Context: an optimization exercise on an open-source flow, tuned for small area and few clock cycles per item. The choices shown serve that exercise and are no tape-out recipe.
In this exercise RTL edits were held to simulation tests only and were not proved equivalent to the original.
Power and IR drop assume default switching activity.

Design posture_deviation_dwell_detector_unit, start of the top module:
module posture_deviation_dwell_detector_unit
(
    input  logic                               clk,
    input  logic                               rst_n,
    input  logic                               psel,
    input  logic                               penable,
    input  logic                               pwrite,
    input  logic [pdd_pkg::ADDR_W-1:0]         paddr,
    input  logic [pdd_pkg::WORD_W-1:0]         pwdata,
    output logic [pdd_pkg::WORD_W-1:0]         prdata,
    output logic                               pready,
    input  logic                               in_valid,
    output logic                               in_ready,
    input  logic [1:0]                         opcode,
    input  logic signed [pdd_pkg::PITCH_W-1:0] pitch_x10,
    input  logic [pdd_pkg::WORD_W-1:0]         now_ms,
    output logic                               out_valid,
    input  logic                               out_ready,
    output logic [1:0]                         posture,
    output logic signed [pdd_pkg::DEV_W-1:0]   deviation_x10,
    output logic [pdd_pkg::WORD_W-1:0]         session_count,
    output logic [pdd_pkg::WORD_W-1:0]         slouch_time_sec,
    output logic [pdd_pkg::DUR_W-1:0]          longest_session_sec,
    output logic [pdd_pkg::WORD_W-1:0]         since_upright_sec,
    output logic                               event_valid,
    output logic [pdd_pkg::WORD_W-1:0]         event_start_ms,
    output logic [pdd_pkg::DUR_W-1:0]          event_duration_sec,
    output logic [pdd_pkg::MAG_W-1:0]          event_peak_dev_x10
);
For scale: about 1,800 cells after synthesis, about 17,000 sq um of cells after synthesis.
==> flow/config.mk <==
export PLATFORM = sky130hd
export DESIGN_NAME = posture_deviation_dwell_detector_unit
export DESIGN_NICKNAME = posture_deviation_dwell_detector_unit
export VERILOG_FILES = /design/flow/design.v
export SDC_FILE = /design/flow/constraint.sdc
export NUM_CORES = 4
export LEC_CHECK = 0
export ABC_AREA = 1
export CAP_MARGIN = 20
export CORE_MARGIN = 2
export CORE_UTILIZATION = 40
export CTS_BUF_LIST = sky130_fd_sc_hd__clkbuf_8
export CTS_CLUSTER_DIAMETER = 60
export CTS_CLUSTER_SIZE = 12
export GPL_TIMING_DRIVEN = 0
export SLEW_MARGIN = 20
==> flow/constraint.sdc <==
create_clock -name core_clock -period 14.0 [get_ports {clk}]
set_input_delay 2.8000 -clock core_clock [delete_from_list [all_inputs] [get_ports {clk}]]
set_output_delay 2.8000 -clock core_clock [all_outputs]
set_load 0.01 [all_outputs]
standard.sh (not shown) runs the stock make flow with config.mk's settings and CLKGATE_MAP_FILE= SYNTH_SCRIPT=/design/flow/synth_recipe.tcl, a recipe that flattens the netlist after the stock synthesis.
==> flow/flow/run.sh <==
#!/bin/bash
# Layout flow: the standard flow (standard.sh), with one added step.
#  1. the standard synthesis, unchanged (standard.sh synth).
#  2. The logic between the flip-flops of its netlist is remapped by ABC for
#     area (area.abc). The flip-flops are kept as black boxes, so they keep
#     their names and cell types; then ORFS's own closing synthesis steps
#     (splitnets, tie cells, pass-through buffers) are repeated.
#  3. the standard flow continues from that netlist to the final layout,
#     with the port buffers made as the smallest plain buffer, buf_1.
# Each tool's full output goes to a log file of its own in this folder.
set -euo pipefail
HERE=$(pwd)
RES=$HERE/orfs/results/$FLOW_PLATFORM/posture_deviation_dwell_detector_unit/base
LIB=$FLOW_HOME/platforms/sky130hd/lib/sky130_fd_sc_hd__tt_025C_1v80.lib
export BUFFER_PORTS_ARGS="-buffer_cell sky130_fd_sc_hd__buf_1"

bash standard.sh synth > standard_synth.log 2>&1

cp $RES/1_2_yosys.v $HERE/synth_standard.v
python3 flow/cells_gen.py $HERE/synth_standard.v $HERE/cells.v > cells_gen.log 2>&1
DONT_USE=$(grep -o -- '-dont_use [A-Za-z0-9_]*' orfs/logs/$FLOW_PLATFORM/posture_deviation_dwell_detector_unit/base/1_2_yosys.log | sort -u | tr '\n' ' ')
cat > remap.ys <<EOS
read_verilog $HERE/cells.v
read_verilog $HERE/synth_standard.v
hierarchy -check -top $FLOW_TOP
flatten
rename -hide w:* i:* o:* %u %d
techmap
opt -purge
abc -liberty $LIB $DONT_USE -script $HERE/flow/area.abc
delete A:blackbox
delete sky130_fd_sc_hd__*
read_liberty -lib $LIB
splitnets
opt_clean -purge
hilomap -singleton -hicell sky130_fd_sc_hd__conb_1 HI -locell sky130_fd_sc_hd__conb_1 LO
insbuf -buf sky130_fd_sc_hd__buf_4 A X
rename -hide w:* i:* o:* %u %d
opt_clean -purge
tee -o $HERE/remap_stat.txt stat -liberty $LIB
check -assert -mapped
write_verilog -noattr -nohex -nodec $HERE/synth_remap.v
EOS
yosys -s remap.ys > remap.log 2>&1

cp $HERE/synth_remap.v $RES/1_2_yosys.v
rm -f $RES/1_synth.odb
bash standard.sh > standard.log 2>&1
==> flow/flow/area.abc <==
strash
&get -n
&dch -f
&nf -R 1000 -p
&put
topo
Other scripts of this flow, unchanged in this note and not shown: flow/flow/cells_gen.py
Testbench counts at the start, summed over its fixed seeds: cycles 24,070, items 24,000.
Edit:
- CORE_UTILIZATION: 40 -> 60
Outcome:
- clock-buffer cell count came out lower by 3
- routed wire length fell by about 7%
- hold slack stays flat
- combinational power falls by about 2%
Edit:
--- a/flow/flow/run.sh
+++ b/flow/flow/run.sh
@@ -3,5 +3,5 @@
 #  1. the standard synthesis, unchanged (standard.sh synth).
 #  2. The logic between the flip-flops of its netlist is remapped by ABC for
-#     area (area.abc). The flip-flops are kept as black boxes, so they keep
+#     area (area.abc, two rounds of area mapping). The flip-flops are kept as black boxes, so they keep
 #     their names and cell types; then ORFS's own closing synthesis steps
 #     (splitnets, tie cells, pass-through buffers) are repeated.
==> flow/flow/area.abc (replaced) <==
strash
&get -n
&dch -f
&nf -R 1000 -p
&put
strash
&get -n
&dch -f
&nf -R 1000 -p
&put
topo
The changed run finished with timing, DRC and antenna clean.
Total power drops by 6.0%.
Setup slack got worse by 0.041 ns.
Final area drops by about 1%.
Clock skew drops by 0.026 ns.
Routed wire length drops by 1.6%.
Edit:
--- a/flow/flow/area.abc
+++ b/flow/flow/area.abc
@@ -1,2 +1,7 @@
+strash
+&get -n
+&dch -f
+&nf -R 1000 -p
+&put
 strash
 &get -n
Effect:
- sequential cell count stays the same
- core utilization climbs by 0.34 points
- non-clock buffer count drops by 8
- synthesized area is about the same
- cell count climbs by 0.39%
- cell area climbs by 0.49%
- sequential power barely changes
- count of clock-buffer cells in the layout drops by 1
- hold slack stays flat
- wire length climbs by 1.4%

-- separate check: timing with driven ports --
The results above use ideal ports. As a check the final layouts listed here were re-extracted and re-timed, cells and wires unchanged.
Step 1: set_driving_cell puts a clkbuf_16 on clk and a buf_2 on each other input, an assumption about the parent block.
Step 2 adds t to the input delays and takes it off the output delays; t is the mean of the earliest and latest rising clock arrival at the registers after step 1. Input paths then give back, and output paths get back, about the clock's delay inside the block.
a / b / c = no drivers / after step 1 / after step 2; a / b = the first two.
run	t (ns)	slack for setup (ns)	worst setup path after step 2	clock arrival spread, ns	pins driven straight from the clock port
the first run	0.645	0.764 / 0.714 / 0.523	input to register	0.033 / 0.032	1
the second run	0.657	0.785 / 0.733 / 0.509	input to register	0.050 / 0.049	1
the third run	0.651	0.743 / 0.692 / 0.514	input to register	0.023 / 0.023	1
the fourth run	0.651	0.715 / 0.669 / 0.498	input to register	0.017 / 0.017	1
After both steps setup and hold are still met in every run listed. For the second run, which loses most, drivers alone change the setup slack by -0.052 ns; drivers and shift together by -0.276 ns.
